Context: an optimization exercise on an open-source flow, tuned for small area, a short achievable clock period and few clock cycles per item. The choices shown serve that exercise and are no tape-out recipe.
Only simulation tests tie the RTL to the original design; equivalence was not proved.

## seven_segment_mux_scanner
module seven_segment_mux_scanner (
  input  logic                         clk_i,
  input  logic                         rst_ni,
  input  logic                         item_valid_i,
  output logic                         item_ready_o,
  input  logic                         item_req_type_i,
  input  logic [ssms_pkg::NumberW-1:0] item_number_i,
  input  logic [ssms_pkg::PointW-1:0]  item_point_index_i,
  output logic                         res_valid_o,
  input  logic                         res_ready_i,
  output logic [ssms_pkg::SegW-1:0]    res_segment_levels_o,
  output logic [ssms_pkg::EnableW-1:0] res_digit_enable_levels_o,
  output logic [ssms_pkg::PosW-1:0]    res_active_position_o,
  input  logic                         psel,
  input  logic                         penable,
  input  logic                         pwrite,
  input  logic [ssms_pkg::AddrW-1:0]   paddr,
  input  logic [ssms_pkg::DataW-1:0]   pwdata,
  output logic [ssms_pkg::DataW-1:0]   prdata,
  output logic                         pready
);
For scale: ~2800 cells after synthesis, about 280 flip-flops, ~0.020 sq mm of cells after synthesis.
Settings: LEC_CHECK=0, ABC_AREA=1, CAP_MARGIN=20, CORE_MARGIN=2, CORE_UTILIZATION=40, CTS_BUF_LIST=sky130_fd_sc_hd__clkbuf_8, PLACE_DENSITY=0.6, SETUP_SLACK_MARGIN=2.0, SLEW_MARGIN=20; clock period 4.5 ns.
standard.sh (not shown) runs the stock make flow with config.mk's settings and CLKGATE_MAP_FILE= SYNTH_SCRIPT=/design/flow/synth_recipe.tcl, a recipe that flattens the netlist after the stock synthesis.
==> flow/flow/run.sh <==
#!/bin/bash
# Layout flow: the standard flow (standard.sh) with two changes:
#  - ports are buffered with the cell named in flow/port_buffer.txt (when present)
#    instead of the cell the resizer picks by default; every port still gets a buffer;
#  - when flow/abc_map.script is present, the combinational logic of the standard
#    synthesis is re-mapped with that ABC script (same Yosys script otherwise). The
#    registers (names, count, cell types) are compared with the standard synthesis;
#    if they differ in any way the standard netlist is used unchanged.
# Each tool's output goes to a log file of its own in this folder.
set -uo pipefail
HERE=$(pwd)
RES=$HERE/orfs/results/$FLOW_PLATFORM/seven_segment_mux_scanner/base
EXTRA=()
if [[ -f flow/port_buffer.txt ]]; then
  EXTRA+=("BUFFER_PORTS_ARGS=-buffer_cell $(tr -d ' \n' < flow/port_buffer.txt)")
fi

bash standard.sh "${EXTRA[@]}" synth > $HERE/log_standard_synth.txt 2>&1 || exit 1
cp $RES/1_2_yosys.v $HERE/standard_1_2_yosys.v

# 2. the same synthesis with the ABC script replaced
if [[ -f flow/abc_map.script ]]; then
  MAKELINE=$(grep '^make ' standard.sh)
  {
    echo 'proc abc {args} {'
    echo '  set i [lsearch -exact $args -script]'
    echo "  if {\$i >= 0} { lset args [expr {\$i + 1}] $HERE/flow/abc_map.script }"
    echo '  yosys abc {*}$args'
    echo '}'
    cat synth_recipe.tcl
  } > $HERE/my_synth.tcl
  MYLINE=$(echo "$MAKELINE" | sed -e "s#WORK_HOME=[^ ]*#WORK_HOME=$HERE/orfs_my#" -e "s#SYNTH_SCRIPT=[^ ]*#SYNTH_SCRIPT=$HERE/my_synth.tcl#" -e 's#"\${@:-finish}"#synth#')
  eval "$MYLINE" > $HERE/log_my_synth.txt 2>&1
  MYRES=$HERE/orfs_my/results/$FLOW_PLATFORM/seven_segment_mux_scanner/base
  regs() { grep -E '^\s*sky130_fd_sc_hd__(df|edf|sdf|dl)[a-z0-9_]*\s' "$1" | awk '{print $1, $2}' | sed -E 's/_[0-9]+ / /' | sort; }
  if [[ -f $MYRES/1_2_yosys.v ]] && diff <(regs $HERE/standard_1_2_yosys.v) <(regs $MYRES/1_2_yosys.v) > $HERE/log_reg_diff.txt \
     && [[ $(regs $HERE/standard_1_2_yosys.v | wc -l) -gt 0 ]]; then
    echo "registers match; using the re-mapped netlist" > $HERE/log_choice.txt
    cp $MYRES/1_2_yosys.v $RES/1_2_yosys.v
    rm -f $RES/1_synth.odb $RES/1_synth.sdc
  else
    echo "registers differ; using the standard netlist" > $HERE/log_choice.txt
  fi
fi

# 3. the rest of the standard flow
bash standard.sh "${EXTRA[@]}" finish > $HERE/log_standard_finish.txt 2>&1
==> flow/flow/port_buffer.txt <==
sky130_fd_sc_hd__buf_1
Testbench counts at the start, summed over its fixed seeds: cycles 9,792, items 9,600.
Edit:
--- a/flow/config.mk
+++ b/flow/config.mk
@@ -10,6 +10,8 @@
 export CORE_MARGIN = 2
 export CORE_UTILIZATION = 40
-export CTS_BUF_LIST = sky130_fd_sc_hd__clkbuf_8
+export CTS_BUF_LIST = sky130_fd_sc_hd__clkbuf_16
+export CTS_CLUSTER_DIAMETER = 100
+export CTS_CLUSTER_SIZE = 20
 export PLACE_DENSITY = 0.6
-export SETUP_SLACK_MARGIN = 2.0
+export SETUP_SLACK_MARGIN = 1.9
 export SLEW_MARGIN = 20
Routed wire length drops by about 2.8%.
Setup slack got worse by 0.082 ns.
Design area drops by 3.9%.
Clock skew drops by 0.016 ns.
Global-route usage drops by 0.48 points.
Edit:
--- a/flow/config.mk
+++ b/flow/config.mk
@@ -9,9 +9,7 @@
 export CAP_MARGIN = 20
 export CORE_MARGIN = 2
-export CORE_UTILIZATION = 40
-export CTS_BUF_LIST = sky130_fd_sc_hd__clkbuf_16
-export CTS_CLUSTER_DIAMETER = 100
-export CTS_CLUSTER_SIZE = 20
-export PLACE_DENSITY = 0.6
-export SETUP_SLACK_MARGIN = 1.9
+export CORE_UTILIZATION = 60
+export CTS_BUF_LIST = sky130_fd_sc_hd__clkbuf_8
+export PLACE_DENSITY = 0.8
+export SETUP_SLACK_MARGIN = 2.0
 export SLEW_MARGIN = 20
Outcome: Worst setup slack improved by 0.069 ns. Synthesized cell count is unchanged. Critical path depth does not change. Sequential share of layout area shrinks by 0.81 points. Synthesized area does not change. Wire length grows by 2.9%. First-iteration DRC count grows by 22%. Clock skew grows by 0.018 ns. Die area shrinks by 33%.
Edit:
--- a/flow/config.mk
+++ b/flow/config.mk
@@ -9,7 +9,10 @@
 export CAP_MARGIN = 20
 export CORE_MARGIN = 2
-export CORE_UTILIZATION = 60
-export CTS_BUF_LIST = sky130_fd_sc_hd__clkbuf_8
-export PLACE_DENSITY = 0.8
+export CORE_UTILIZATION = 40
+export CTS_BUF_LIST = sky130_fd_sc_hd__clkbuf_16
+export CTS_CLUSTER_DIAMETER = 100
+export CTS_CLUSTER_SIZE = 20
+export PLACE_DENSITY = 0.6
 export SETUP_SLACK_MARGIN = 2.0
 export SLEW_MARGIN = 20
+export TNS_END_PERCENT = 30
=>
- wire length fell by a few percent
- clock-buffer cell count fell by 30
- worst hold slack gets better by 0.015 ns
- synthesized area stays the same
- clock skew fell by 0.0072 ns
- maximum frequency fell by a few percent
- worst setup slack gets worse by 0.078 ns
Edit:
--- a/flow/config.mk
+++ b/flow/config.mk
@@ -16,3 +16,3 @@
 export SETUP_SLACK_MARGIN = 2.0
 export SLEW_MARGIN = 20
-export TNS_END_PERCENT = 30
+export TNS_END_PERCENT = 0
The new run completed without violations.
Via count falls by about 0.3%.
Routed wire length went down by 1.0%.
Area after synthesis stays the same.
Worst setup slack stays flat.
Design area drops by about 1.2%.
Global-route usage is about the same.
Edit:
--- a/flow/config.mk
+++ b/flow/config.mk
@@ -16,3 +16,2 @@
 export SETUP_SLACK_MARGIN = 2.0
 export SLEW_MARGIN = 20
-export TNS_END_PERCENT = 0
Result: Global-route usage barely changes. Worst setup slack improved by 0.087 ns. Wire length is higher slightly. Maximum frequency is higher by a few percent. Hold slack stays flat. Final cell count is higher slightly. Die area is unchanged. Cell area is higher slightly. Clock skew hardly moves.

* * *

## run a
Another version of the RTL of seven_segment_mux_scanner (not shown whole).
Size in the first run: about 280 flip-flops, about 130 I/O pins, roughly 0.019 mm^2 of cells after synthesis.
clock: 4.5 ns
lec_check: 0
abc_area: 1
cap_margin: 20
core_margin: 2
core_utilization: 40
cts_buf_list: sky130_fd_sc_hd__clkbuf_8
place_density: 0.6
setup_slack_margin: 2.0
slew_margin: 20
Scripts as last shown in full above: flow/flow/run.sh, flow/flow/port_buffer.txt
Run a ran to completion and came out clean on the timing, DRC and antenna checks.
Testbench counts of run a, summed over its fixed seeds: cycles 9,792, items 9,600.
diff inputs: run a => run b
- an added CTS_CLUSTER_SIZE of 20
- an added CTS_CLUSTER_DIAMETER of 100
- a change of CTS_BUF_LIST from sky130_fd_sc_hd__clkbuf_8 to sky130_fd_sc_hd__clkbuf_16
Results
- Run a finished every stage and its layout cleared the timing, DRC and antenna checks.
- Run b: full flow OK, the timing, DRC and antenna checks passed
- Per the comparison of run b with run a, wire length per cell after detailed routing flat.
- Changes observed in run b relative to run a: count of hold buffers inserted by post-cts repair was more or less identical, final-layout non-clock buffer area share went up by 0.27 points, setup slack went down by 0.019 ns, post-route cell area went down by 580 um^2.

* * *

## the previous run
seven_segment_mux_scanner, a different RTL version from the one above (not shown whole).
For scale: about 280 flip-flops, ~130 I/O pins, ~0.020 mm² of cells after synthesis.
## seven_segment_mux_scanner
module seven_segment_mux_scanner (
  input  logic                         clk_i,
  input  logic                         rst_ni,
  input  logic                         item_valid_i,
  output logic                         item_ready_o,
  input  logic                         item_req_type_i,
  input  logic [ssms_pkg::NumberW-1:0] item_number_i,
  input  logic [ssms_pkg::PointW-1:0]  item_point_index_i,
  output logic                         res_valid_o,
  input  logic                         res_ready_i,
  output logic [ssms_pkg::SegW-1:0]    res_segment_levels_o,
  output logic [ssms_pkg::EnableW-1:0] res_digit_enable_levels_o,
  output logic [ssms_pkg::PosW-1:0]    res_active_position_o,
  input  logic                         psel,
  input  logic                         penable,
  input  logic                         pwrite,
  input  logic [ssms_pkg::AddrW-1:0]   paddr,
  input  logic [ssms_pkg::DataW-1:0]   pwdata,
  output logic [ssms_pkg::DataW-1:0]   prdata,
  output logic                         pready
);
  logic [3:0] num_digits_q;
  logic       seg_act_high_q;
  logic       en_act_high_q;
  logic       scan_en_q;
  logic [2:0]      pos_q;
  logic [2:0]      nxt_q;
  logic [7:0][3:0] digit_q;
  logic [3:0]      point_q;
  logic [7:0]      held_q;
  logic [7:0]      en_q;
  logic            lit_q;
  logic            res_valid_q;
  logic       adv_w;
  logic       cfg_wr_w;
  logic [1:0] cfg_idx_w;
  logic [3:0] rd_w;
  logic [3:0] rd_q;
  assign pready    = 1'b1;
  assign cfg_idx_w = paddr[3:2];
  assign cfg_wr_w  = psel && penable && pwrite;
  always_comb begin
    rd_w = '0;
    case (cfg_idx_w)
      2'd0: rd_w    = num_digits_q;
      2'd1: rd_w[0] = seg_act_high_q;
      2'd2: rd_w[0] = en_act_high_q;
      default: rd_w[0] = scan_en_q;
    endcase
  end
  always_ff @(posedge clk_i) begin
    rd_q <= rd_w;
  end
  assign prdata = {28'd0, rd_q};
  always_ff @(posedge clk_i or negedge rst_ni) begin
    if (!rst_ni) begin
      num_digits_q   <= 4'd4;
      seg_act_high_q <= 1'b1;
      en_act_high_q  <= 1'b0;
      scan_en_q      <= 1'b0;
    end else if (cfg_wr_w) begin
      case (cfg_idx_w)
        2'd0: num_digits_q   <= pwdata[3:0];
  ...
export LEC_CHECK = 0
export ABC_AREA = 1
export CAP_MARGIN = 20
export CORE_MARGIN = 2
export CORE_UTILIZATION = 40
export CTS_BUF_LIST = sky130_fd_sc_hd__clkbuf_16
export CTS_CLUSTER_DIAMETER = 120
export CTS_CLUSTER_SIZE = 25
export PLACE_DENSITY = 0.6
export SETUP_SLACK_MARGIN = 2.2
export SLEW_MARGIN = 20
create_clock -name core_clock -period 4.5 [get_ports {clk_i}]
Scripts as last shown in full above: flow/flow/run.sh, flow/flow/port_buffer.txt
The previous run | status: complete | timing, DRC, antenna: pass
Testbench counts of the previous run, summed over its fixed seeds: cycles 9,792, items 9,600.
Setup changes, the previous run to the current run
- swapping 25 for 20 in CTS_CLUSTER_SIZE
- swapping 120 for 100 in CTS_CLUSTER_DIAMETER
Vias per cell: the current run vs the previous run down about 0.33%
The current run against the previous run: worst max-slew margin expressed relative to the limit increased 1.0 points, global-route wire length before repair increased 0.68%, register-to-register slack essentially unchanged, cell area after placement essentially unchanged.
Taking the previous run as the reference point, the slew at the pin closest to its max-slew limit of the current run falls by 0.015 ns.

* * *

== wip/sierra ==
RTL: one of the versions met above, not the one the previous note started from.
For scale: roughly 2800 cells after synthesis, roughly 130 I/O pins.
clock: 4.5 ns
lec_check: 0
abc_area: 1
cap_margin: 20
core_margin: 2
core_utilization: 40
place_density: 0.6
setup_slack_margin: 2.4
slew_margin: 20
run.sh (not shown) runs the stock make flow with config.mk's settings and CLKGATE_MAP_FILE= SYNTH_SCRIPT=/design/flow/synth_recipe.tcl, a recipe that flattens the netlist after the stock synthesis.
Stock flow here: none of the scripts above is used.
Testbench counts of wip/sierra, summed over its fixed seeds: cycles 9,792, items 9,600.
[inputs] wip/onyx vs wip/sierra
Settings: a change of SETUP_SLACK_MARGIN from 2.4 to 2.7.
Notes after the runs:
Compared to wip/sierra, wip/onyx has half-perimeter wire length after placement 3.6% higher. Routed wire in wip/onyx totals more than in wip/sierra. Maximum frequency improves in wip/onyx relative to wip/sierra. Re synthesis-to-finish area growth: wip/sierra and wip/onyx aren't equal, and the higher value belongs to wip/onyx. Number of global-route vias before repair: wip/sierra and wip/onyx compared, lower one is wip/sierra. wip/onyx leaves more setup margin than wip/sierra. Tap cell count: wip/onyx vs wip/sierra identical. wip/onyx completed every stage of the flow, and the final layout passed the timing, DRC and antenna checks. Changes observed in wip/onyx relative to wip/sierra: number of clock buffer instances in the layout decreased by 4 relative to the old numbers; hold slack increased by 0.063 ns relative to the old numbers.
## Diff of input files: wip/delta against wip/onyx
Settings: changing SETUP_SLACK_MARGIN from 2.7 to 2.0.
==> flow/flow/run.sh (new file) <==
#!/bin/bash
# Layout flow: the standard flow (standard.sh) with two changes:
#  - ports are buffered with the cell named in flow/port_buffer.txt (when present)
#    instead of the cell the resizer picks by default; every port still gets a buffer;
#  - when flow/abc_map.script is present, the combinational logic of the standard
#    synthesis is re-mapped with that ABC script (same Yosys script otherwise). The
#    registers (names, count, cell types) are compared with the standard synthesis;
#    if they differ in any way the standard netlist is used unchanged.
# Each tool's output goes to a log file of its own in this folder.
set -uo pipefail
HERE=$(pwd)
RES=$HERE/orfs/results/$FLOW_PLATFORM/seven_segment_mux_scanner/base
EXTRA=()
if [[ -f flow/port_buffer.txt ]]; then
  EXTRA+=("BUFFER_PORTS_ARGS=-buffer_cell $(tr -d ' \n' < flow/port_buffer.txt)")
fi

bash standard.sh "${EXTRA[@]}" synth > $HERE/log_standard_synth.txt 2>&1 || exit 1
cp $RES/1_2_yosys.v $HERE/standard_1_2_yosys.v

# 2. the same synthesis with the ABC script replaced
if [[ -f flow/abc_map.script ]]; then
  MAKELINE=$(grep '^make ' standard.sh)
  {
    echo 'proc abc {args} {'
    echo '  set i [lsearch -exact $args -script]'
    echo "  if {\$i >= 0} { lset args [expr {\$i + 1}] $HERE/flow/abc_map.script }"
    echo '  yosys abc {*}$args'
    echo '}'
    cat synth_recipe.tcl
  } > $HERE/my_synth.tcl
  MYLINE=$(echo "$MAKELINE" | sed -e "s#WORK_HOME=[^ ]*#WORK_HOME=$HERE/orfs_my#" -e "s#SYNTH_SCRIPT=[^ ]*#SYNTH_SCRIPT=$HERE/my_synth.tcl#" -e 's#"\${@:-finish}"#synth#')
  eval "$MYLINE" > $HERE/log_my_synth.txt 2>&1
  MYRES=$HERE/orfs_my/results/$FLOW_PLATFORM/seven_segment_mux_scanner/base
  regs() { grep -E '^\s*sky130_fd_sc_hd__(df|edf|sdf|dl)[a-z0-9_]*\s' "$1" | awk '{print $1, $2}' | sed -E 's/_[0-9]+ / /' | sort; }
  if [[ -f $MYRES/1_2_yosys.v ]] && diff <(regs $HERE/standard_1_2_yosys.v) <(regs $MYRES/1_2_yosys.v) > $HERE/log_reg_diff.txt \
     && [[ $(regs $HERE/standard_1_2_yosys.v | wc -l) -gt 0 ]]; then
    echo "registers match; using the re-mapped netlist" > $HERE/log_choice.txt
    cp $MYRES/1_2_yosys.v $RES/1_2_yosys.v
    rm -f $RES/1_synth.odb $RES/1_synth.sdc
  else
    echo "registers differ; using the standard netlist" > $HERE/log_choice.txt
  fi
fi

# 3. the rest of the standard flow
bash standard.sh "${EXTRA[@]}" finish > $HERE/log_standard_finish.txt 2>&1
==> flow/flow/port_buffer.txt (new file) <==
sky130_fd_sc_hd__buf_2
==> flow/standard.sh (new file) <==
#!/bin/bash
# synth_recipe.tcl (not shown) runs the flow's synth.tcl, then flattens the netlist and writes it again
# the make line also repeats each setting of config.mk as NAME=value (left out here)
make -C /OpenROAD-flow-scripts/flow DESIGN_CONFIG=/design/flow/config.mk WORK_HOME=/design/flow/orfs CLKGATE_MAP_FILE= SYNTH_SCRIPT=/design/flow/synth_recipe.tcl "${@:-finish}"
removed: flow/run.sh
Results
- The inverter count of the layout excluding clock inverters of wip/onyx and that of wip/delta are within noise of each other.
- HPWL reported at the end of detailed placement in wip/delta vs wip/onyx: down 1.2 mm
- Taking wip/onyx as the reference, in wip/delta maximum clock rate saw an increase, worst slew slack as a fraction of its limit saw an increase, depth of the worst register-to-register path saw a decrease, clock latency of the later-clocked register in the worst-skew pair saw little to no change.
- A origin of the worst setup path of res_ready_i is what wip/delta shows, while g2_0_q[0]$_DFFE_PN_ belongs to wip/onyx.
## Diff of input files: wip/lagoon against wip/delta
Settings: CTS_BUF_LIST now sky130_fd_sc_hd__clkbuf_4, previously not set.
--- outcome ---
- Going from wip/delta to wip/lagoon, routed length per instance shows a reduction of 0.14 um, number of vias after detailed routing went up.
- wip/lagoon ended up with a higher post-route clock period utilization than wip/delta did.
- The global routing met1 resource utilization on wip/delta is in line with that on wip/lagoon.
- Final cell area: wip/lagoon below wip/delta
- In the tables for wip/lagoon and wip/delta, clock insertion delay at the later pin of the skew report reads higher with wip/lagoon.
- Against wip/delta, wip/lagoon comes in about 2% higher on count of filler cells inserted in the layout.
- wip/lagoon vs wip/delta — layout net count climbed slightly
- Sequential cell area: wip/delta vs wip/lagoon identical
- Between wip/lagoon and wip/delta, the final worst slack is lower for wip/lagoon.
Edits applied to the flow inputs when going from wip/lagoon to wip/xenon:
Settings: CTS_CLUSTER_SIZE: unset -> 30; CTS_BUF_LIST: sky130_fd_sc_hd__clkbuf_4 -> sky130_fd_sc_hd__clkbuf_16; CTS_CLUSTER_DIAMETER: unset -> 150.
==> flow/flow/port_buffer.txt <==
sky130_fd_sc_hd__buf_1
- Post-route minimum period was higher in the run labelled wip/lagoon.
- Re non-clock buffer count: wip/lagoon was lower than wip/xenon.
- wip/lagoon reports its class of the worst hold path as in2async while wip/xenon reports reg2reg.
- wip/xenon: fmax about 4% above wip/lagoon
- | layout-stage area growth over the synthesis result | wip/xenon vs wip/lagoon | 3.0 points lower |
- Taking wip/lagoon as the reference, in wip/xenon cell area went down by 590 um2, met1 track demand over resource in global routing went up by 0.59 points, latest clock arrival within the worst-skew pair went down by 0.27 ns, part of the cycle the worst path needs went down by 2.2 points, setup slack of the worst register-to-register path went down by 0.06 ns.
- Comparing the two runs side by side, wip/xenon comes out ahead of wip/lagoon on worst hold slack after final layout.

[re-timing with driven ports]
No port has a modelled driver above. Below, the same layouts with a new extraction and two added sets of constraints. Step 1: set_driving_cell puts a clkbuf_16 on clk_i and a buf_2 on each other input, an assumption about the parent block. Step 2 adds t to the input delays and takes it off the output delays; t is the mean of the earliest and latest rising clock arrival at the registers after step 1. Input paths then give back, and output paths get back, about the clock's delay inside the block. a / b / c = ideal ports / drivers / drivers and shift; a / b = the first two.
| run | t, ns | setup slack, ns | worst hold slack (ns) | cell pins on the clock port's net |
|---|---|---|---|---|
| the first run of note 1 | 0.657 | 2.097 / 2.050 / 1.531 | 0.397 / 0.369 / 0.410 | 1 |
| the second run of note 1 | 0.575 | 2.016 / 1.992 / 1.531 | 0.420 / 0.420 / 0.420 | 1 |
| the third run of note 1 | 0.624 | 2.084 / 2.056 / 1.553 | 0.398 / 0.398 / 0.398 | 1 |
| the fourth run of note 1 | 0.575 | 2.006 / 1.986 / 1.491 | 0.413 / 0.413 / 0.413 | 1 |
| the fifth run of note 1 | 0.575 | 2.006 / 1.986 / 1.496 | 0.413 / 0.413 / 0.413 | 1 |
| the sixth run of note 1 | 0.577 | 2.094 / 2.073 / 1.637 | 0.413 / 0.413 / 0.413 | 1 |
| run a | 0.679 | 2.076 / 2.038 / 1.535 | 0.317 / 0.292 / 0.399 | 1 |
| run b | 0.581 | 2.057 / 2.037 / 1.670 | 0.404 / 0.386 / 0.404 | 1 |
| the previous run | 0.552 | 2.230 / 2.209 / 1.829 | 0.397 / 0.397 / 0.397 | 1 |
| the current run | 0.581 | 2.229 / 2.208 / 1.802 | 0.414 / 0.404 / 0.414 | 1 |
| wip/sierra | 0.601 | 2.036 / 2.036 / 1.857 | 0.343 / 0.317 / 0.389 | 1 |
| wip/onyx | 0.591 | 2.044 / 2.044 / 1.856 | 0.406 / 0.406 / 0.406 | 1 |
| wip/delta | 0.579 | 2.070 / 2.049 / 1.621 | 0.414 / 0.414 / 0.414 | 1 |
| wip/lagoon | 0.841 | 1.981 / 1.925 / 1.565 | 0.179 / 0.147 / 0.380 | 1 |
| wip/xenon | 0.575 | 2.078 / 2.058 / 1.622 | 0.414 / 0.414 / 0.414 | 1 |
After both steps setup and hold are still met in every run listed. For the first run of note 1, which loses most, drivers alone change the setup slack by -0.047 ns; drivers and shift together by -0.566 ns.
